Source: an optimization exercise on an open RTL-to-GDS flow (aim: small area and a short achievable clock period). Production flows keep margins and buffers that such runs may drop. The RTL was checked by simulation tests, not by an equivalence proof against the original design. No activity file was given, so power comes from the tool's default toggle rates.

<file path="flow/design.v">
module hq_dh_sequencer #(
  parameter int Q       = 8,
  parameter int N       = 16,
  parameter int HQ_ROWS = 4,
  parameter int HQ_COLS = 32,
  parameter int TIMEOUT = 64
) (
  input  logic                clk,
  input  logic                rst,
  input  logic                wr_en,
  input  logic signed [N-1:0] wr_real,
  input  logic signed [N-1:0] wr_im,
  input  logic                start,
  input  logic                Dh_result_valid,
  output logic                loaded,
  output logic                busy,
  output logic                Dh_en,
  output logic signed [N-1:0] out_real,
  output logic signed [N-1:0] out_im,
  output logic [3:0]          q_idx,
  output logic                done,
  output logic                err
);
  localparam int DEPTH  = HQ_ROWS * HQ_COLS;
  localparam int ADDR_W = $clog2(DEPTH);
  localparam int BURST  = 2 * HQ_ROWS;
  localparam int K_W    = $clog2(BURST);
  localparam int LAST_Q = HQ_COLS / 2 - 1;
  localparam int CNT_W  = $clog2(TIMEOUT);
  localparam int W      = 2 * N;                
  localparam int NFIX   = 2 * BURST;            
  localparam int CLEN   = LAST_Q + 1 - 2;       
  if (((HQ_COLS % 2) != 0) || (HQ_COLS / 2 > 16) || (Q >= N)) begin : g_param_check
    $error("hq_dh_sequencer: unsupported parameter set");
  end
  typedef enum logic [1:0] {
    S_IDLE,
    S_FEED,
    S_WAIT,
    S_DONE
  } state_t;
  state_t              r_state,    w_state_nxt;
  logic [ADDR_W-1:0]   r_wr_ptr,   w_wr_ptr_nxt;
  logic                r_loaded,   w_loaded_nxt;
  logic                r_busy,     w_busy_nxt;
  logic                r_err,      w_err_nxt;
  logic                r_done,     w_done_nxt;
  logic                r_dh_en,    w_dh_en_nxt;
  logic [3:0]          r_q,        w_q_nxt;
  logic [K_W-1:0]      r_k,        w_k_nxt;
  logic [CNT_W-1:0]    r_wait_cnt, w_wait_cnt_nxt;
  logic [W-1:0]        r_out,      w_out_nxt;
  logic                r_valid_d;
  logic                r_wv;
  logic [W-1:0]        r_wd;
  logic [3:0]          r_off,      w_off_nxt;
  logic                r_ra;        
  logic [BURST-1:0]    r_shf;       
  logic [BURST-1:0]    r_sh;        
  logic [1:0]          r_shb;       
  logic                r_rdf;       
  logic                r_rds;       
  logic                r_rda;       
  logic                w_accept;
  logic                w_wr_fire;
  logic                w_rd_en;
  logic                w_go;
  logic [W-1:0]        w_rd_data;
  logic [W-1:0]        b_pos0 [2];
  logic [W-1:0]        b_pos1 [2];
  logic [W-1:0]        head   [BURST];
  assign w_accept  = (r_state == S_WAIT) && Dh_result_valid && !r_valid_d;
  assign w_wr_fire = (r_state == S_IDLE) && !r_loaded && wr_en;
  always_comb begin
    w_state_nxt    = r_state;
    w_wr_ptr_nxt   = r_wr_ptr;
    w_loaded_nxt   = r_loaded;
    w_busy_nxt     = r_busy;
    w_err_nxt      = r_err;
    w_q_nxt        = r_q;
    w_k_nxt        = r_k;
    w_wait_cnt_nxt = (r_state == S_WAIT) ? r_wait_cnt + CNT_W'(1) : '0;
    w_dh_en_nxt    = 1'b0;
    w_done_nxt     = 1'b0;
    case (r_state)
      S_IDLE: begin
        if (start && r_loaded) begin
          w_state_nxt = S_FEED;
          w_err_nxt   = 1'b0;
          w_busy_nxt  = 1'b1;
          w_q_nxt     = '0;
          w_k_nxt     = '0;
          w_dh_en_nxt = 1'b1;
        end else if (w_wr_fire) begin
          if (r_wr_ptr == ADDR_W'(DEPTH - 1)) begin
            w_wr_ptr_nxt = '0;
            w_loaded_nxt = 1'b1;
          end else begin
            w_wr_ptr_nxt = r_wr_ptr + ADDR_W'(1);
          end
        end
      end
      S_FEED: begin
        if (r_k == K_W'(BURST - 1)) begin
          w_state_nxt = S_WAIT;
        end else begin
          w_k_nxt     = r_k + K_W'(1);
          w_dh_en_nxt = 1'b1;
        end
      end
      S_WAIT: begin
        if (w_accept) begin
          if (r_q == 4'(LAST_Q)) begin
            w_state_nxt  = S_DONE;
            w_done_nxt   = 1'b1;
            w_busy_nxt   = 1'b0;
            w_loaded_nxt = 1'b0;
            w_wr_ptr_nxt = '0;
          end else begin
            w_state_nxt = S_FEED;
            w_q_nxt     = r_q + 4'd1;
            w_k_nxt     = '0;
            w_dh_en_nxt = 1'b1;
          end
        end else if (r_wait_cnt == CNT_W'(TIMEOUT - 1)) begin
          w_state_nxt = S_IDLE;
          w_err_nxt   = 1'b1;
          w_busy_nxt  = 1'b0;
        end
      end
      S_DONE: begin
        w_state_nxt = S_IDLE;
      end
      default: begin
        w_state_nxt = S_IDLE;
      end
    endcase
  end
  typedef enum logic [3:0] {
    R_HEAD0 = 4'd0,    
    R_B0P0  = 4'd8,
    R_B0P1  = 4'd9,
    R_B1P0  = 4'd10,
    R_B1P1  = 4'd11
  } rsel_t;
  rsel_t r_rsel, w_rsel_nxt;
  rsel_t w_rsel_go, w_rsel_stay;
  assign w_go = (r_state == S_IDLE) ? start : w_accept;
  always_comb begin
    case (r_state)
      S_IDLE:  w_rsel_go = r_loaded ? R_B0P1 : R_B0P0;
      S_WAIT:  w_rsel_go = (r_q == 4'd0) ? R_B1P1 :
                           (r_q == 4'(LAST_Q)) ? R_B0P0 : rsel_t'(R_HEAD0 + 4'd1);
      default: w_rsel_go = w_rsel_stay;
    endcase
  end
  always_comb begin
    case (r_state)
      S_FEED:  w_rsel_stay = (r_k != K_W'(BURST - 1)) ?
                             ((r_q == 4'd0) ? R_B0P1 :
                              (r_q == 4'd1) ? R_B1P1 : rsel_t'({1'b0, r_k + K_W'(2)})) :
                             ((r_q == 4'd0) ? R_B1P0 : R_HEAD0);
      S_WAIT:  w_rsel_stay = (r_wait_cnt == CNT_W'(TIMEOUT - 1)) ? R_B0P0 :
                             (r_q == 4'd0) ? R_B1P0 : R_HEAD0;
      default: w_rsel_stay = R_B0P0;
    endcase
  end
  assign w_rsel_nxt = w_go ? w_rsel_go : w_rsel_stay;
  always_comb begin
    case (r_rsel)
      R_B0P0:  w_rd_data = b_pos0[0];
      R_B0P1:  w_rd_data = b_pos1[0];
      R_B1P0:  w_rd_data = b_pos0[1];
      R_B1P1:  w_rd_data = b_pos1[1];
      default: w_rd_data = head[r_rsel[K_W-1:0]];
    endcase
  end
  assign w_rd_en = r_rdf || (r_rds && start) || (r_rda && Dh_result_valid && !r_valid_d);
  assign w_out_nxt = w_rd_en ? w_rd_data : r_out;
  assign w_off_nxt = (r_ra || r_shf[BURST-1]) ?
                     ((r_off == 4'(CLEN - 1)) ? 4'd0 : r_off + 4'd1) : r_off;
  always_ff @(posedge clk) begin
    if (rst) begin
      r_state    <= S_IDLE;
      r_wr_ptr   <= '0;
      r_loaded   <= 1'b0;
      r_busy     <= 1'b0;
      r_err      <= 1'b0;
      r_done     <= 1'b0;
      r_dh_en    <= 1'b0;
      r_q        <= '0;
      r_k        <= '0;
      r_wait_cnt <= '0;
      r_out      <= '0;
      r_valid_d  <= 1'b0;
      r_wv       <= 1'b0;
      r_off      <= '0;
      r_ra       <= 1'b0;
      r_shf      <= '0;
      r_sh       <= '0;
      r_shb      <= '0;
      r_rsel     <= R_B0P0;
      r_rdf      <= 1'b0;
      r_rds      <= 1'b0;
      r_rda      <= 1'b0;
    end else begin
      r_state    <= w_state_nxt;
      r_wr_ptr   <= w_wr_ptr_nxt;
      r_loaded   <= w_loaded_nxt;
      r_busy     <= w_busy_nxt;
      r_err      <= w_err_nxt;
      r_done     <= w_done_nxt;
      r_dh_en    <= w_dh_en_nxt;
      r_q        <= w_q_nxt;
      r_k        <= w_k_nxt;
      r_wait_cnt <= w_wait_cnt_nxt;
      r_out      <= w_out_nxt;
      r_valid_d  <= Dh_result_valid;
      r_wv       <= w_wr_fire;
      r_rsel     <= w_rsel_nxt;
      r_rdf      <= (w_state_nxt == S_FEED) && (w_k_nxt != K_W'(BURST - 1));
      r_rds      <= (w_state_nxt == S_IDLE) && w_loaded_nxt;
      r_rda      <= (w_state_nxt == S_WAIT) && (w_q_nxt != 4'(LAST_Q));
      r_off      <= w_off_nxt;
      r_ra       <= (w_off_nxt != 4'd0) && (!r_busy || (r_q < 4'd2));
      for (int k = 0; k < BURST; k++) begin
        r_shf[k] <= (r_state == S_FEED) && (r_q >= 4'd2) && (r_k == K_W'(k));
        r_sh[k]  <= (w_wr_fire && (r_wr_ptr >= ADDR_W'(NFIX)) && (r_wr_ptr[K_W-1:0] == K_W'(k))) ||
                    ((w_off_nxt != 4'd0) && (!r_busy || (r_q < 4'd2))) ||
                    ((r_state == S_FEED) && (r_q >= 4'd2) && (r_k == K_W'(k)));
      end
      for (int b = 0; b < 2; b++) begin
        r_shb[b] <= (w_wr_fire && (r_wr_ptr < ADDR_W'(NFIX)) && (r_wr_ptr[K_W] == 1'(b))) ||
                    ((w_state_nxt == S_FEED) && (w_q_nxt == 4'(b)));
      end
    end
  end
  always_ff @(posedge clk) begin
    r_wd <= {wr_real, wr_im};
  end
  for (genvar b = 0; b < 2; b++) begin : g_burst
    logic [BURST*W-1:0] r_ch;
    always_ff @(posedge clk) begin
      if (r_shb[b])
        r_ch <= {r_wv ? r_wd : r_ch[W-1:0], r_ch[BURST*W-1:W]};
    end
    assign b_pos0[b] = r_ch[W-1:0];
    assign b_pos1[b] = r_ch[2*W-1:W];
  end
  for (genvar k = 0; k < BURST; k++) begin : g_chain
    logic [CLEN*W-1:0] r_ch;
    always_ff @(posedge clk) begin
      if (r_sh[k])
        r_ch <= {r_wv ? r_wd : r_ch[W-1:0], r_ch[CLEN*W-1:W]};
    end
    assign head[k] = r_ch[W-1:0];
  end
  assign loaded   = r_loaded;
  assign busy     = r_busy;
  assign Dh_en    = r_dh_en;
  assign out_real = r_out[W-1:N];
  assign out_im   = r_out[N-1:0];
  assign q_idx    = r_q;
  assign done     = r_done;
  assign err      = r_err;
endmodule
</file>
<file path="flow/flow/run.sh">
#!/bin/bash
# The standard layout with two changes:
#  - before detailed placement, flow/pull_out.tcl moves each out_real/out_im
#    register (with the logic that feeds only it, and its port buffer) next to
#    its output pin; detailed placement then legalizes as usual;
#  - clock tree synthesis runs without dummy loads (the arguments the standard
#    flow builds from config.mk, plus -dont_use_dummy_load).
# Synthesis and every other step are the standard flow's. make's full output
# goes to standard_flow.log; each step's log is under orfs/logs.
set -euo pipefail
here=$(pwd)
cts="-sink_clustering_enable -repair_clock_nets -sink_clustering_size 24 -sink_clustering_max_diameter 60 -dont_use_dummy_load"
bash standard.sh "PRE_DETAIL_PLACE_TCL=$here/flow/pull_out.tcl" "CTS_ARGS=$cts" finish > standard_flow.log 2>&1
</file>
<file path="flow/flow/pull_out.tcl">
# Pull each out_real/out_im register, the logic that feeds only it, and its
# port buffer to the port's pin before detailed placement legalizes them.
proc po_driver {net} {
  if {$net eq "NULL" || $net eq ""} { return "" }
  foreach it [$net getITerms] {
    if {[$it isOutputSignal]} { return [$it getInst] }
  }
  return ""
}
proc po_sinks {net} {
  set n 0
  foreach it [$net getITerms] { if {[$it isInputSignal]} { incr n } }
  return $n
}
proc po_in_nets {inst} {
  set nets {}
  foreach it [$inst getITerms] {
    if {[$it isInputSignal] && [$it getNet] ne "NULL"} { lappend nets [$it getNet] }
  }
  return $nets
}
proc po_out_net {inst} {
  foreach it [$inst getITerms] { if {[$it isOutputSignal]} { return [$it getNet] } }
  return "NULL"
}
set po_block [ord::get_db_block]
set po_core [$po_block getCoreArea]
set po_row [[lindex [$po_block getRows] 0] getSite]
set po_rowh [$po_row getHeight]
set po_moved 0
foreach bterm [$po_block getBTerms] {
  set name [$bterm getName]
  if {![string match {out_real*} $name] && ![string match {out_im*} $name]} { continue }
  set pbox [[lindex [$bterm getBPins] 0] getBBox]
  set px [expr {([$pbox xMin] + [$pbox xMax]) / 2}]
  set py [expr {([$pbox yMin] + [$pbox yMax]) / 2}]
  set x [expr {max([$po_core xMin], min([$po_core xMax] - 20000, $px))}]
  if {$py <= [$po_core yMin]} {
    set y [$po_core yMin]; set dy $po_rowh
  } elseif {$py >= [$po_core yMax]} {
    set y [expr {[$po_core yMax] - $po_rowh}]; set dy [expr {-$po_rowh}]
  } else {
    set y [expr {max([$po_core yMin], min([$po_core yMax] - $po_rowh, $py))}]; set dy $po_rowh
  }
  set chain {}
  set inst [po_driver [$bterm getNet]]
  # walk back through buffers to the register
  set guard 0
  while {$inst ne "" && ![string match {*df*} [[$inst getMaster] getName]] && $guard < 4} {
    lappend chain $inst
    set inst [po_driver [lindex [po_in_nets $inst] 0]]
    incr guard
  }
  if {$inst eq "" || ![string match {*df*} [[$inst getMaster] getName]]} { continue }
  set ff $inst
  lappend chain $ff
  # logic that feeds only this register's D, two levels deep
  set dnet "NULL"
  foreach it [$ff getITerms] { if {[[$it getMTerm] getName] eq "D"} { set dnet [$it getNet] } }
  set d1 [po_driver $dnet]
  if {$d1 ne "" && [po_sinks $dnet] == 1} {
    lappend chain $d1
    foreach n [po_in_nets $d1] {
      set d2 [po_driver $n]
      if {$d2 ne "" && [po_sinks $n] == 1 && ![string match {*df*} [[$d2 getMaster] getName]]} { lappend chain $d2 }
    }
  }
  set k 0
  foreach c $chain {
    $c setLocation $x [expr {$y + $k * $dy}]
    incr k
    incr po_moved
  }
}
puts "pull_out: moved $po_moved instances next to the output pins"
</file>
<file path="flow/standard.sh">
#!/bin/bash
# synth_recipe.tcl (not shown) runs the flow's synth.tcl, then flattens the netlist and writes it again
# the make line also repeats each setting of config.mk as NAME=value (left out here)
make -C /OpenROAD-flow-scripts/flow DESIGN_CONFIG=/design/flow/config.mk WORK_HOME=/design/flow/orfs CLKGATE_MAP_FILE= SYNTH_SCRIPT=/design/flow/synth_recipe.tcl "${@:-finish}"
</file>
<file path="flow/config.mk">
export PLATFORM = sky130hd
export DESIGN_NAME = hq_dh_sequencer
export DESIGN_NICKNAME = hq_dh_sequencer
export VERILOG_FILES = /design/flow/design.v
export SDC_FILE = /design/flow/constraint.sdc
export NUM_CORES = 4
export LEC_CHECK = 0
export CAP_MARGIN = 20
export CORE_MARGIN = 2
export CORE_UTILIZATION = 70
export CTS_CLUSTER_DIAMETER = 60
export CTS_CLUSTER_SIZE = 24
export SETUP_SLACK_MARGIN = 3.6
export SLEW_MARGIN = 20
</file>
<file path="flow/constraint.sdc">
create_clock -name core_clock -period 6.0 [get_ports {clk}]
set_input_delay 1.2000 -clock core_clock [delete_from_list [all_inputs] [get_ports {clk}]]
set_output_delay 1.2000 -clock core_clock [all_outputs]
set_load 0.01 [all_outputs]
</file>
==> implementation parameters, run 1 <==
Parameter                              Value

Pwr
  Leakage power figure    about 46 nW
  Power density over the cells    379.8 mW/mm2
  Maximum VDD drop    0.3156 mV

STA
  Final clock period utilization by the worst path    42.41%
  Worst Clk Skew    0.05187 ns
  Count of final max-slew check failures    0
  Minimum clock period    around 2.5 ns
  Transition time at the pin with the least slew margin    about 1.3 ns
  Number of failing setup endpoints in the final timing report    0
  Fin. Hold Viols    0
  RSZ-0062 raised after global routing    true
  Sum Neg Setup Slack    0 ns
  Highest Clock Rate    393.0 MHz
  Max-slew headroom at the worst pin    13.29%

Global routing
  Vias in the first global route    48200
  First-pass GRT wire length    328200 um
  Largest net degree at the start of global routing    170
  Overall Global Routing Usage    a little under a quarter
  Total gr overflow    0
  Initial antenna violation count    16

Clock tree
  Root buffer cell    sky130_fd_sc_hd__clkbuf_16
  Post-CTS Hold Fix Bufs    0
  CTS max path bufs    3
  TritonCTS buffer count    208
  Clock tree from TritonCTS    yes
  H-tree level count    4
  Sinks on the clock net    4212
  Source-to-sink clock delay at the later pin of the worst-skew pair    0.85 ns
  Clock-pin slew on the worst setup and hold paths    approximately 0.10 ns

Routing
  Per-cell routed wire length    roughly 27 um
  Remaining DRCs    0
  First-pass iteration count of the detailed router    8
  DRT iter0 DRCs    6664
  Via count    51470
  Overall routed net length    229900 um
  Vias per cell    6.056
  Antenna-violating nets left    0

Min path
  WHS Path Cells    0
  Min-Delay Path Class    reg -> reg
  Launch point of the worst hold path    g_chain[4].r_ch[269]
  Capture endpoint of the worst hold path    g_chain[4].r_ch[237]

Worst setup path
  Arrival @ worst endpoint    1.34 ns
  Cell-by-cell listing of the critical path    buf_6
  Depth of the most critical reg-to-reg path    9
  Buffers and inverters on the worst path    1
  Max stage delay on crit path    around 0.38 ns
  Endpoint type of the worst setup path    primary output
  Worst reg2reg path startpoint    r_rsel[0]
  Reg2reg end    r_out[7]
  Master of the slowest instance on the critical path    sky130_fd_sc_hd__dfxtp_4
  Critical path start-end classification    reg -> out
  Setup crit start kind    flip-flop
  R2r setup slk    between 3 and 4 ns
  Crit path required time    4.80 ns
  Cell class contributing the biggest share of worst-path delay    flip-flops
  Largest driver fanout on the critical path    2

Synthesis
  EDFF count, synth    4096
  Synthesis-stage register bit count    roughly 4200
  Main flop type after synthesis    sky130_fd_sc_hd__edfxtp_1
  Synthesized netlist cell count    5681
  Number of distinct library cells after synthesis    73
  Ys async rst share    0%
  Synthesized netlist net count    5737
  Part of the Yosys area used for sequential elements    93.92%
  Synth Area per Inst    23.49 um2
  Warnings from Yosys    4
  Synthesized cell area    0.1334 mm2

Finish
  Sequential cell area    0.1255 mm2
  Fraction of final layout cells sized beyond drive strength 1    9.086%
  Growth of design area from synthesis to finish    7.965%
  End-of-flow core utilization    75.91%
  Net count of the finished layout    6034
  Multi-input combinational cell area    0.006639 mm2
  Fill cell instance count of the final layout    9999

Place
  Final RePlAce weighted congestion    0.7800
  HPWL after detailed placement    130000 um
  I/O Buffers    77

Floorplanning
  Die width    440.6 um
  Core Footprint    0.1898 mm2
  Ports placed on the boundary    78
  Area enclosed by the die boundary    0.1941 mm2
  Chip height    between 400 and 500 um
  Site row count    160
  Initial core utilization    70.31%

Job
  Number of max-capacitance violations reported    0

Status
  Status  no timing/DRC/antenna violations
[what timing repair did]
| action | in CTS | in global routing |
|---|---|---|
| setup endpoints to repair | 195 | 195 |
| hold endpoints to repair | 0 | 0 |
| resized for setup | 341 | 32 |
| pin swaps | 5 | 3 |
| cloned | 3 | 1 |
| buffers inserted | 47 | 18 |
[placed cells by master (no fill, tap or decap), types with 5 or more instances in the layout]
master                            instances
sky130_fd_sc_hd__clkbuf_16              209
sky130_fd_sc_hd__buf_6                   53
sky130_fd_sc_hd__inv_1                  334
sky130_fd_sc_hd__buf_12                  32
sky130_fd_sc_hd__or3_1                   11
sky130_fd_sc_hd__a21oi_2                  9
sky130_fd_sc_hd__nand2_1                120
sky130_fd_sc_hd__dfxtp_2                 33
sky130_fd_sc_hd__nand2b_1                 6
sky130_fd_sc_hd__o211ai_1                 8
sky130_fd_sc_hd__and2_1                   5
sky130_fd_sc_hd__a22oi_1                 24
sky130_fd_sc_hd__o2111ai_1                5
sky130_fd_sc_hd__o21ai_2                 12
sky130_fd_sc_hd__xnor2_1                  5
sky130_fd_sc_hd__o22ai_1                 10
sky130_fd_sc_hd__a211oi_1                 8
sky130_fd_sc_hd__dfxtp_1                 58
sky130_fd_sc_hd__nand3_1                 13
sky130_fd_sc_hd__dfxtp_4                 25
sky130_fd_sc_hd__nor2_1                  59
sky130_fd_sc_hd__o22ai_2                  5
sky130_fd_sc_hd__diode_2                 11
sky130_fd_sc_hd__a221oi_1                 7
sky130_fd_sc_hd__mux2i_1                 26
sky130_fd_sc_hd__a221o_1                 12
sky130_fd_sc_hd__o21ai_1                  5
sky130_fd_sc_hd__nor3_1                  12
sky130_fd_sc_hd__o21ai_0                397
sky130_fd_sc_hd__mux4_2                  29
sky130_fd_sc_hd__and3_1                   6
sky130_fd_sc_hd__buf_4                   75
sky130_fd_sc_hd__a32o_1                  12
sky130_fd_sc_hd__a21oi_1                 76
sky130_fd_sc_hd__ha_1                    16
sky130_fd_sc_hd__o211a_1                 11
sky130_fd_sc_hd__edfxtp_1              4096
sky130_fd_sc_hd__clkdlybuf4s50_1         33
[final cells by class]
type	instances	share of cell area, %
Antenna cell	11	0.01911
Clock buffer	208	3.613
Inverter	336	0.8780
Multi-Input combinational cell	1016	4.608
Sequential cell	4212	87.08
Tap cell	2511	2.181
Timing Repair Buffer	204	1.620
[worst max path at each step]
| stage | slack [ns] | depth (start not counted) | start | to |
|---|---|---|---|---|
| after floorplan | 2.24 | 0 | r_sh[0] | g_chain[0].r_ch[0] |
| after global placement | 1.90 | 7 | Dh_result_valid | r_out[5] |
| after detailed placement | 1.41 | 7 | Dh_result_valid | r_out[5] |
| after CTS | 3.42 | 1 | r_out[28] | out_real[12] |
| after global routing | 3.41 | 1 | r_out[19] | out_real[3] |
| final | 3.46 | 1 | r_out[19] | out_real[3] |
[report_power, final]
group	leakage, nW	switching (mW)	internal (mW)
registers	38.5	1.14	36.5
clock network	2.56	7.97	6.15
logic	5.01	2.45	0.522
total	46.1	11.6	43.2
[registers in the layout, indices dropped and copies added (netlist names), 2 cells and up]
| name | count |
|---|---|
| g_chain.r_ch | 3584 |
| r_k | 3 |
| r_wd | 32 |
| r_off | 4 |
| r_sh | 8 |
| r_state | 2 |
| r_rsel | 4 |
| r_wait_cnt | 6 |
| r_shb | 2 |
| g_burst.r_ch | 512 |
| r_q | 4 |
| r_out | 32 |
| r_wr_ptr | 7 |
[cell families after synthesis]
family / count (synthesis) / synth area share, %
DFF: 4212 / 93.92
muxes: 59 / 0.7182
xor gates and xnor gates: 8 / 0.05251
adders and majority gates: 19 / 0.1782
AOI/OAI and AO/OA: 651 / 2.838
buffers and inverters: 455 / 1.346
and+or+nand+nor: 277 / 0.9517
[cells in the mapped netlist, types with 26 or more instances]
library cell | n | share of area (%)
sky130_fd_sc_hd__edfxtp_1 | 4096 | 92
sky130_fd_sc_hd__o21ai_0 | 413 | 1.5
sky130_fd_sc_hd__inv_1 | 336 | 0.95
sky130_fd_sc_hd__nand2_1 | 123 | 0.35
sky130_fd_sc_hd__dfxtp_1 | 116 | 1.7
sky130_fd_sc_hd__a21oi_1 | 85 | 0.32
sky130_fd_sc_hd__clkbuf_1 | 80 | 0.23
sky130_fd_sc_hd__nor2_1 | 65 | 0.18
sky130_fd_sc_hd__mux4_2 | 29 | 0.49
sky130_fd_sc_hd__buf_2 | 27 | 0.10
sky130_fd_sc_hd__a22oi_1 | 26 | 0.15
sky130_fd_sc_hd__mux2i_1 | 26 | 0.20
[layer usage]
metal  vias to the layer above  track usage [%]  routed length [um]
li1                      22490                -                   -
met1                     26460            40.15              107100
met2                      2043            32.42               98240
met3                       469            3.896               16340
met4                         2            8.202                8125
met5                         -                0                  10
[per-stage QoR]
stage	setup WS [ns]	instance area [um2]	power, mW	hold WS, ns	instances
floorplan	2.242	133500	39.64	0.4003	5681
global placement	1.899	137600	40.72	0.4000	8210
detailed placement	1.413	137600	41.11	0.4045	8210
CTS	3.416	143700	55.14	0.3891	8468
global route	3.406	144000	56.59	0.3933	8487
finish	3.455	144100	54.71	0.3918	8498
==> run 2, diff against run 1 <==
--- a/flow/design.v
+++ b/flow/design.v
@@ -65,12 +65,18 @@
   logic                w_wr_fire;
   logic                w_rd_en;
   logic                w_go;
+  logic                w_start_ok;    
+  logic                w_feed_more;   
+  logic                w_wait_end;    
   logic [W-1:0]        w_rd_data;
   logic [W-1:0]        b_pos0 [2];
   logic [W-1:0]        b_pos1 [2];
   logic [W-1:0]        head   [BURST];
   assign w_accept  = (r_state == S_WAIT) && Dh_result_valid && !r_valid_d;
   assign w_wr_fire = (r_state == S_IDLE) && !r_loaded && wr_en;
+  assign w_start_ok  = (r_state == S_IDLE) && r_loaded && start;
+  assign w_feed_more = (r_state == S_FEED) && (r_k != K_W'(BURST - 1));
+  assign w_wait_end  = (r_state == S_WAIT) && (r_wait_cnt == CNT_W'(TIMEOUT - 1));
   always_comb begin
     w_state_nxt    = r_state;
     w_wr_ptr_nxt   = r_wr_ptr;
@@ -218,9 +224,14 @@
       r_valid_d  <= Dh_result_valid;
       r_wv       <= w_wr_fire;
       r_rsel     <= w_rsel_nxt;
-      r_rdf      <= (w_state_nxt == S_FEED) && (w_k_nxt != K_W'(BURST - 1));
-      r_rds      <= (w_state_nxt == S_IDLE) && w_loaded_nxt;
-      r_rda      <= (w_state_nxt == S_WAIT) && (w_q_nxt != 4'(LAST_Q));
+      r_rdf      <= w_start_ok || (w_feed_more && (r_k != K_W'(BURST - 2))) ||
+                    (w_accept && (r_q != 4'(LAST_Q)));
+      r_rds      <= ((r_state == S_IDLE) && r_loaded && !start) ||
+                    (w_wr_fire && (r_wr_ptr == ADDR_W'(DEPTH - 1))) ||
+                    (w_wait_end && !w_accept);
+      r_rda      <= (r_q != 4'(LAST_Q)) &&
+                    (((r_state == S_FEED) && !w_feed_more) ||
+                     ((r_state == S_WAIT) && !w_accept && !w_wait_end));
       r_off      <= w_off_nxt;
       r_ra       <= (w_off_nxt != 4'd0) && (!r_busy || (r_q < 4'd2));
       for (int k = 0; k < BURST; k++) begin
@@ -229,10 +240,10 @@
                     ((w_off_nxt != 4'd0) && (!r_busy || (r_q < 4'd2))) ||
                     ((r_state == S_FEED) && (r_q >= 4'd2) && (r_k == K_W'(k)));
       end
-      for (int b = 0; b < 2; b++) begin
-        r_shb[b] <= (w_wr_fire && (r_wr_ptr < ADDR_W'(NFIX)) && (r_wr_ptr[K_W] == 1'(b))) ||
-                    ((w_state_nxt == S_FEED) && (w_q_nxt == 4'(b)));
-      end
+      r_shb[0]   <= (w_wr_fire && (r_wr_ptr < ADDR_W'(NFIX)) && !r_wr_ptr[K_W]) ||
+                    w_start_ok || (w_feed_more && (r_q == 4'd0));
+      r_shb[1]   <= (w_wr_fire && (r_wr_ptr < ADDR_W'(NFIX)) && r_wr_ptr[K_W]) ||
+                    (w_accept && (r_q == 4'd0)) || (w_feed_more && (r_q == 4'd1));
     end
   end
   always_ff @(posedge clk) begin
==> run 2 against run 1 <==
Effect of this change:
- global-route usage increased by 2.9 points
- largest power group unchanged
- via count increased by 1.9%
- critical path type is now reg -> reg
- sequential share of layout area decreased by 0.13 points
- largest cell class unchanged
- final cell count decreased by 0.15%
- die area increased by 0.25%
- register-to-register slack got worse by 0.10 ns
- utilization about the same
- synthesized cell count increased by 0.21%
- power decreased by 2.6%
==> implementation parameters, run 2 <==
Parameter                              Value

STA
  Minimum clock period    2.575 ns (+0.03027 ns)
  Worst Clk Skew    0.05218 ns (+0.0003124 ns)
  Fin. Hold Viols    0 (unchanged)
  RSZ-0062 raised after global routing    true
  Highest Clock Rate    388.4 MHz (-1.2%)
  Sum Neg Setup Slack    0 ns (unchanged)
  Max-slew headroom at the worst pin    13.01% (-0.28 points)
  Count of final max-slew check failures    0 (unchanged)
  Final clock period utilization by the worst path    42.92% (+0.50 points)
  Transition time at the pin with the least slew margin    1.297 ns (-0.003604 ns)
  Number of failing setup endpoints in the final timing report    0 (unchanged)

Clock tree
  H-tree level count    4 (unchanged)
  Clock-pin slew on the worst setup and hold paths    0.09 ns (about the same)
  Root buffer cell    sky130_fd_sc_hd__clkbuf_16
  CTS max path bufs    3 (unchanged)
  TritonCTS buffer count    208 (unchanged)
  Clock tree from TritonCTS    yes
  Source-to-sink clock delay at the later pin of the worst-skew pair    0.85 ns (about the same)
  Sinks on the clock net    4212 (unchanged)

Global routing
  Total gr overflow    0 (unchanged)
  First-pass GRT wire length    358200 um (+9.1%)
  Overall Global Routing Usage    26.71% (+2.9 points)
  Vias in the first global route    49090 (+1.8%)
  Largest net degree at the start of global routing    174 (+2.4%)
  Initial antenna violation count    8 (-8)

Finish
  Fraction of final layout cells sized beyond drive strength 1    8.578% (-0.51 points)
  Largest reg by FF count    g_chain.r_ch
  Growth of design area from synthesis to finish    7.863% (about the same)
  Largest regs    g_chain.r_ch: 3584 flops, g_burst.r_ch: 512 flops
  Fill cell instance count of the final layout    9833 (-1.7%)
  Highest-count cells in the layout ignoring fill and taps    4096 x sky130_fd_sc_hd__edfxtp_1, 360 x sky130_fd_sc_hd__o21ai_0, 347 x sky130_fd_sc_hd__inv_1
  Most frequent standard cell in the layout excluding fill and tap cells    sky130_fd_sc_hd__edfxtp_1
  Net count of the finished layout    6030 (-0.066%)
  Flip-flop count of the largest register, all copies and words added    3584 (unchanged)
  Final cell count without fillers    8485 (-0.15%)

Synthesis
  Number of distinct library cells after synthesis    73 (unchanged)
  Area leader, netlist    sky130_fd_sc_hd__edfxtp_1
  Synthesis-stage register bit count    4212 (unchanged)
  Part of the Yosys area used for sequential elements    93.67% (-0.24 points)
  Main flop type after synthesis    sky130_fd_sc_hd__edfxtp_1
  Synthesized netlist net count    5752 (+0.26%)
  Most common library cells after synthesis    4096 x sky130_fd_sc_hd__edfxtp_1, 381 x sky130_fd_sc_hd__o21ai_0, 348 x sky130_fd_sc_hd__inv_1
  Synth Area per Inst    23.50 um2 (about the same)
  Synthesized cell area    0.1338 mm2 (+0.26%)
  Synthesized netlist cell count    5693 (+0.21%)
  Ys async rst share    0% (unchanged)
  Dominant cell by count in the synthesized netlist    sky130_fd_sc_hd__edfxtp_1
  Top cells by area in the synthesized netlist    sky130_fd_sc_hd__edfxtp_1 92%, sky130_fd_sc_hd__dfxtp_1 1.7%, sky130_fd_sc_hd__o21ai_0 1.4%
  EDFF count, synth    4096 (unchanged)
  Warnings from Yosys    4 (unchanged)
  Share of Yosys cell area claimed by the top area cell type    91.94% (-0.24 points)

Routing
  Overall routed net length    256600 um (+12%)
  Vias per cell    6.182 (+2.1%)
  Per-cell routed wire length    30.24 um (+12%)
  First-pass iteration count of the detailed router    8 (unchanged)
  Via count    52450 (+1.9%)
  DRT iter0 DRCs    7217 (+8.3%)
  Antenna-violating nets left    0 (unchanged)
  Remaining DRCs    0 (unchanged)

Floorplanning
  Site row count    160 (unchanged)
  Initial core utilization    70.42% (+0.11 points)
  Area enclosed by the die boundary    0.1946 mm2 (+0.25%)
  Core Footprint    0.1900 mm2 (+0.11%)
  Die width    441.2 um (+0.13%)
  Ports placed on the boundary    78 (unchanged)
  Chip height    441.2 um (+0.13%)

Status
  Status  no timing/DRC/antenna violations

Pwr
  Power density over the cells    369.3 mW/mm2 (-2.7%)
  Maximum VDD drop    0.3434 mV (+8.8%)
  Leakage power figure    45.91 nW (-0.36%)

Worst setup path
  Depth of the most critical reg-to-reg path    5 (-4)
  Setup crit start kind    flip-flop
  R2r setup slk    3.43 ns (-0.10 ns)
  Worst reg2reg path startpoint    r_rsel[2]
  Reg2reg end    r_out[28]
  Critical path start-end classification    reg -> reg
  Arrival @ worst endpoint    3.33 ns (+1.99 ns)
  Largest driver fanout on the critical path    31 (+29)
  Endpoint type of the worst setup path    flip-flop
  Crit path required time    6.76 ns (+1.96 ns)

Min path
  Capture endpoint of the worst hold path    g_burst[1].r_ch[141]
  Launch point of the worst hold path    g_burst[1].r_ch[173]
  Min-Delay Path Class    reg -> reg
  WHS Path Cells    0 (unchanged)

Job
  Number of max-capacitance violations reported    0 (unchanged)

Place
  Final RePlAce weighted congestion    0.8557 (+9.7%)
  I/O Buffers    77 (unchanged)
  HPWL after detailed placement    159100 um (+22%)
  Post-placement cell count    8231 (+0.26%)
run 2: cell count changes after synthesis, sizes merged, moves of 21 or more:
cell,delta
a21oi,-59
a31oi,+21
o21ai,-32
a22o,+28
nand2,-60
nor2,-26
mux4,-27
a211oi,+29
mux2i,+29
buf,+21
run 2: worst max path at each step:
stage                          from                  to  slack, ns  depth (start not counted)
after floorplan             r_sh[0]  g_chain[0].r_ch[0]       2.24                          0
after global placement        start           r_out[11]       2.34                          7
after detailed placement      start           r_out[15]       2.07                          7
after CTS                 r_out[27]        out_real[11]       3.40                          1
after global routing      r_out[27]        out_real[11]       3.41                          1
final                     r_rsel[2]           r_out[28]       3.43                          5
run 2: cell families (layout without fill, tap and decap cells):
| group | after synthesis | after routing | share of synthesized area, % |
|---|---|---|---|
| mux | 57 | 57 | 0.4452 |
| buf+inv | 471 | 747 | 1.417 |
| flops | 4212 | 4212 | 93.67 |
| other cells | 0 | 5 | 0 |
| xor+xnor | 5 | 5 | 0.03274 |
| fa+ha+maj | 22 | 22 | 0.2058 |
| simple gates | 230 | 230 | 0.9353 |
| compound gates | 696 | 696 | 3.290 |
run 2: where the power goes:
| part | switching (mW) | internal (mW) |
|---|---|---|
| Combinational | 1.83 | 0.264 |
| Sequential | 1.12 | 35.9 |
| Clock | 7.99 | 6.15 |
run 2: timing repair:
item / 4_1_cts / 5_1_grt
pin swaps: 4 / 0
endpoints found under the setup margin: 79 / 142
hold buffers: 0 / 0
resized for setup: 384 / 28
buffers inserted: 34 / 5
run 2: final cells by class:
cell class,count,area [um2],area share [%]
Multi-Input combinational cell,1010,6983,4.839
Inverter,348,1308,0.9061
Clock buffer,208,5205,3.607
Tap cell,2511,3142,2.177
Sequential cell,4212,125500,86.95
Timing Repair Buffer,191,2187,1.516
Antenna cell,5,12.51,0.008671
run 2: layer usage:
metal  share of wire (%)  vias to the layer above  track usage (%)
li1                    -                    22670                -
met4                 7.2                        0            16.25
met1                  42                    26930            40.73
met2                  43                     2297            37.20
met5                   0                        -                0
met3                 7.0                      558            4.672
run 2: through the flow:
stage / instance area, um2 / setup slack [ns] / power, mW / util (%) / hold WS, ns
floorplan: 133800 / 2.242 / 38.64 / - / 0.4003
finish: 144300 / 3.425 / 53.30 / 75.96 / 0.3859
detailed placement: 138000 / 2.067 / 39.80 / 72.65 / 0.4045
CTS: 144100 / 3.403 / 53.67 / 75.82 / 0.3728
global route: 144300 / 3.409 / 55.03 / 75.95 / 0.3843
global placement: 138000 / 2.340 / 39.49 / 72.65 / 0.4001
run 2: worst max-delay path, stage by stage, from the launching register on:
cell and delay, ns:
sky130_fd_sc_hd__dfxtp_4 0.54, sky130_fd_sc_hd__buf_8 0.32, sky130_fd_sc_hd__nand2_1 0.10, sky130_fd_sc_hd__a211oi_1 1.07
sky130_fd_sc_hd__a221oi_1 0.16, sky130_fd_sc_hd__o22ai_1 0.23
==> run 3, diff against run 2 <==
--- a/flow/flow/run.sh
+++ b/flow/flow/run.sh
@@ -1,5 +1,6 @@
 #!/bin/bash
-# The standard layout with two changes:
+# The standard layout with three changes:
+#  - pins are placed at least 5 um apart (place_pins -min_distance 5);
 #  - before detailed placement, flow/pull_out.tcl moves each out_real/out_im
 #    register (with the logic that feeds only it, and its port buffer) next to
 #    its output pin; detailed placement then legalizes as usual;
@@ -10,4 +11,4 @@
 set -euo pipefail
 here=$(pwd)
 cts="-sink_clustering_enable -repair_clock_nets -sink_clustering_size 24 -sink_clustering_max_diameter 60 -dont_use_dummy_load"
-bash standard.sh "PRE_DETAIL_PLACE_TCL=$here/flow/pull_out.tcl" "CTS_ARGS=$cts" finish > standard_flow.log 2>&1
+bash standard.sh "PLACE_PINS_ARGS=-min_distance 5" "PRE_DETAIL_PLACE_TCL=$here/flow/pull_out.tcl" "CTS_ARGS=$cts" finish > standard_flow.log 2>&1
==> run 3 against run 2 <==
Effect of this change:
- non-clock buffer count up 30
- synthesized cell count unchanged
- synthesized area is the same
- cell area increased by 0.22%
- still clean
- flip-flop and latch count unchanged
- utilization increased by 0.17 points
==> implementation parameters, run 3 <==
Parameter                              Value

Status
  Status  no timing/DRC/antenna violations

Worst setup path
  Max stage delay on crit path    0.36 ns (-0.71 ns)
  Endpoint type of the worst setup path    primary output
  Arrival @ worst endpoint    1.34 ns (-1.99 ns)
  Largest driver fanout on the critical path    2 (-94%)
  Reg2reg end    r_out[4]
  Master of the slowest instance on the critical path    sky130_fd_sc_hd__dfxtp_4
  Critical path start-end classification    reg -> out
  Buffers and inverters on the worst path    1 (unchanged)
  Cell class contributing the biggest share of worst-path delay    flip-flops
  Crit path required time    4.80 ns (-1.96 ns)
  Depth of the most critical reg-to-reg path    4 (-1)
  R2r setup slk    3.58 ns (+0.15 ns)
  Cell-by-cell listing of the critical path    buf_6
  Worst reg2reg path startpoint    r_rsel[1]
  Setup crit start kind    flip-flop

Global routing
  First-pass GRT wire length    357700 um (-0.13%)
  Initial antenna violation count    16 (+8)
  Total gr overflow    0 (unchanged)
  Vias in the first global route    49380 (+0.59%)
  Met2 track utilization from global routing    35.84% (-1.4 points)
  Met3 usage in global routing    4.689% (+0.017 points)
  Largest net degree at the start of global routing    167 (-4.0%)
  GRT busiest layer    met1
  Global routing met1 resource utilization    44.53% (+3.8 points)
  Overall Global Routing Usage    26.54% (-0.17 points)

Routing
  DRT iter0 DRCs    8151 (+13%)
  Antenna-violating nets left    0 (unchanged)
  Via count    53180 (+1.4%)
  First-pass iteration count of the detailed router    6 (-2)
  Vias per cell    6.244 (+1.0%)
  Per-cell routed wire length    30.22 um (about the same)
  Overall routed net length    257400 um (+0.33%)
  Remaining DRCs    0 (unchanged)

Floorplanning
  Ports placed on the boundary    78 (unchanged)
  Chip height    441.2 um (unchanged)
  Core Footprint    0.1900 mm2 (unchanged)
  Site row count    160 (unchanged)
  Area enclosed by the die boundary    0.1946 mm2 (unchanged)
  Initial core utilization    70.42% (unchanged)
  Die width    441.2 um (unchanged)

Pwr
  Part of the total power dissipated in the clock network    26.6% (about the same)
  Internal power of the cells    42.36 mW (about the same)
  Maximum VDD drop    0.3832 mV (+12%)
  Overall Power    53.32 mW (about the same)
  Power share of the sequential group    69.4% (about the same)
  Switching fraction of total power    20.55% (+0.021 points)
  Power density over the cells    368.7 mW/mm2 (-0.18%)
  Switching power total    10.96 mW (+0.14%)
  Leakage power figure    46.13 nW (+0.47%)
  Gate power share    4.0% (about the same)

Min path
  Min-Delay Path Class    reg -> reg
  WHS Path Cells    0 (unchanged)
  Launch point of the worst hold path    g_burst[1].r_ch[193]
  Capture endpoint of the worst hold path    g_burst[1].r_ch[161]

STA
  Worst Clk Skew    0.03613 ns (-0.01604 ns)
  Minimum clock period    2.540 ns (-0.03547 ns)
  RSZ-0062 raised after global routing    true
  Transition time at the pin with the least slew margin    1.179 ns (-0.1183 ns)
  Smallest setup slack after layout    3.461 ns (+0.03547 ns)
  Number of failing setup endpoints in the final timing report    0 (unchanged)
  Sum Neg Setup Slack    0 ns (unchanged)
  Max-slew headroom at the worst pin    21.42% (+8.4 points)
  Count of final max-slew check failures    0 (unchanged)
  Fin. Hold Viols    0 (unchanged)
  Final clock period utilization by the worst path    42.32% (-0.59 points)
  Highest Clock Rate    393.8 MHz (+1.4%)
  Smallest hold slack    0.3896 ns (+0.003684 ns)

Place
  Pre-CTS setup slack    1.765 ns (-0.3014 ns)
  HPWL after detailed placement    156000 um (-1.9%)
  I/O Buffers    77 (unchanged)
  Final RePlAce weighted congestion    0.8090 (-5.5%)

Finish
  Net count of the finished layout    6063 (+0.55%)
  Multi-input combinational cell area    0.006953 mm2 (-0.43%)
  Most frequent standard cell in the layout excluding fill and tap cells    sky130_fd_sc_hd__edfxtp_1
  Fill cell instance count of the final layout    9824 (-0.092%)
  Highest-count cells in the layout ignoring fill and taps    4096 x sky130_fd_sc_hd__edfxtp_1, 355 x sky130_fd_sc_hd__o21ai_0, 346 x sky130_fd_sc_hd__inv_1
  Growth of design area from synthesis to finish    8.102%
  Sequential cell area    0.1255 mm2 (about the same)
  Flip-flop count of the largest register, all copies and words added    3584 (unchanged)
  Fraction of final layout cells sized beyond drive strength 1    8.930% (+0.35 points)
  Largest regs    g_chain.r_ch: 3584 flops, g_burst.r_ch: 512 flops
  Largest reg by FF count    g_chain.r_ch

Synthesis
  EDFF count, synth    4096 (unchanged)
  Warnings from Yosys    4 (unchanged)
  Top cells by area in the synthesized netlist    sky130_fd_sc_hd__edfxtp_1 92%, sky130_fd_sc_hd__dfxtp_1 1.7%, sky130_fd_sc_hd__o21ai_0 1.4%
  Share of Yosys cell area claimed by the top area cell type    91.94% (unchanged)
  Main flop type after synthesis    sky130_fd_sc_hd__edfxtp_1
  Synthesized netlist cell count    5693 (unchanged)
  Synthesized netlist net count    5752 (unchanged)
  Dominant cell by count in the synthesized netlist    sky130_fd_sc_hd__edfxtp_1
  Part of the Yosys area used for sequential elements    93.67% (unchanged)
  Synth Area per Inst    23.50 um2 (unchanged)
  Ys async rst share    0% (unchanged)
  Synthesized cell area    0.1338 mm2 (unchanged)
  Most common library cells after synthesis    4096 x sky130_fd_sc_hd__edfxtp_1, 381 x sky130_fd_sc_hd__o21ai_0, 348 x sky130_fd_sc_hd__inv_1
  Area leader, netlist    sky130_fd_sc_hd__edfxtp_1
  Synthesis-stage register bit count    4212 (unchanged)
  Number of distinct library cells after synthesis    73 (unchanged)

Clock tree
  Post-CTS Hold Fix Bufs    0 (unchanged)
  CTS max path bufs    3 (unchanged)
  Root buffer cell    sky130_fd_sc_hd__clkbuf_16
  Sinks on the clock net    4212 (unchanged)
  Source-to-sink clock delay at the later pin of the worst-skew pair    0.87 ns (+0.02 ns)
  TritonCTS buffer count    208 (unchanged)
  Clock tree from TritonCTS    yes
  H-tree level count    4 (unchanged)
  Clock-pin slew on the worst setup and hold paths    0.09 ns (about the same)

Job
  Number of max-capacitance violations reported    0 (unchanged)
[run 3: cell count changes in the layout (fill, tap and decap cells not counted), sizes merged]
cell / delta
bufbuf: +1
dlymetal6s2s: +1
nor2b: +2
nand2b: +1
dlygate4sd2: -1
buf: +28
clkbuf: +1
[run 3: per-layer routing]
metal | wire (um) | vias to the layer above
li1 | - | 22720
met1 | 114900 | 27450
met2 | 108700 | 2563
met3 | 23320 | 440
met4 | 10520 | 6
met5 | 34 | -
[run 3: metrics by stage]
stage | instances | util [%] | cell area, um2
6_report | 8518 | 76.12 | 144600
3_3_place_gp | 8224 | 72.61 | 138000
5_1_grt | 8514 | 76.12 | 144600
2_1_floorplan | 5693 | - | 133800
4_1_cts | 8492 | 75.93 | 144300
3_5_place_dp | 8224 | 72.61 | 138000
[run 3: kinds of logic after synthesis]
group                    share of synthesized area [%]
adder cells (fa/ha/maj)                         0.2058
flip-flops                                       93.67
buffers and inverters                            1.417
AND/OR/NAND/NOR                                 0.9353
multiplexers                                    0.4452
AO/OA/AOI/OAI                                    3.290
XOR/XNOR                                       0.03274
[run 3: power groups by stage]
stage                     clock (mW)  sequential [mW]  combinational, mW
final                           14.2             37.0               2.13
after global routing            15.4             37.2               2.33
after CTS                       14.5             37.0               2.11
after detailed placement           0             37.7               2.10
after global placement             0             37.5               1.93
after floorplan                    0             38.4              0.245
[run 3: timing repair]
action	4_1_cts	5_1_grt
pin swaps	5	1
hold endpoints to repair	0	0
buffers inserted	56	18
cloned	4	1
resized for setup	362	16
setup endpoints to repair	83	237
[run 3: worst reg2reg max path, stage by stage, from the launching register on]
cell,delay [ns]
sky130_fd_sc_hd__dfxtp_4,0.55
sky130_fd_sc_hd__and3b_4,0.73
sky130_fd_sc_hd__a2bb2oi_1,0.43
sky130_fd_sc_hd__a41o_1,0.36
sky130_fd_sc_hd__a211oi_1,0.24
[run 3: how the worst max path moves through the flow]
stage,slack (ns),end,cells past startpoint,startpoint
2_1_floorplan,2.24,g_chain[0].r_ch[0],0,r_sh[0]
3_3_place_gp,2.41,r_out[29],5,start
3_5_place_dp,1.77,r_out[5],5,start
4_1_cts,3.39,q_idx[1],1,r_q[1]
5_1_grt,3.39,q_idx[1],1,r_q[1]
6_report,3.46,q_idx[1],1,r_q[1]
[run 3: final cells by class]
| class | count | share of cell area (%) |
|---|---|---|
| diodes | 5 | 0.008652 |
| clock buffers | 208 | 3.599 |
| inverters | 348 | 0.9050 |
| multi-input cells | 1013 | 4.808 |
| flip-flops and latches | 4212 | 86.75 |
| well taps | 2511 | 2.172 |
| repair buffers | 221 | 1.758 |

-- static timing again, ports no longer ideal --
No port has a modelled driver above. Below, the same layouts with a new extraction and two added sets of constraints. Step 1: set_driving_cell puts a clkbuf_16 on clk and a buf_2 on each other input, an assumption about the parent block. Step 2 also shifts input and output timing later by t, the mid clock arrival at the registers, as if the neighbouring blocks saw the same clock. Three values: ideal, step 1, step 2; two values: the first two.
| run | t (ns) | setup slack, ns | cell pins on the clock port's net |
|---|---|---|---|
| run 1 | 0.911 | 3.455 / 3.373 / 2.758 | 1 |
| run 2 | 0.914 | 3.425 / 3.373 / 2.659 | 1 |
| run 3 | 0.943 | 3.461 / 3.369 / 2.793 | 1 |
After both steps every run listed still meets setup and hold. The setup slack of run 2, which loses most, moves by -0.052 ns with the drivers and by -0.766 ns with both steps.
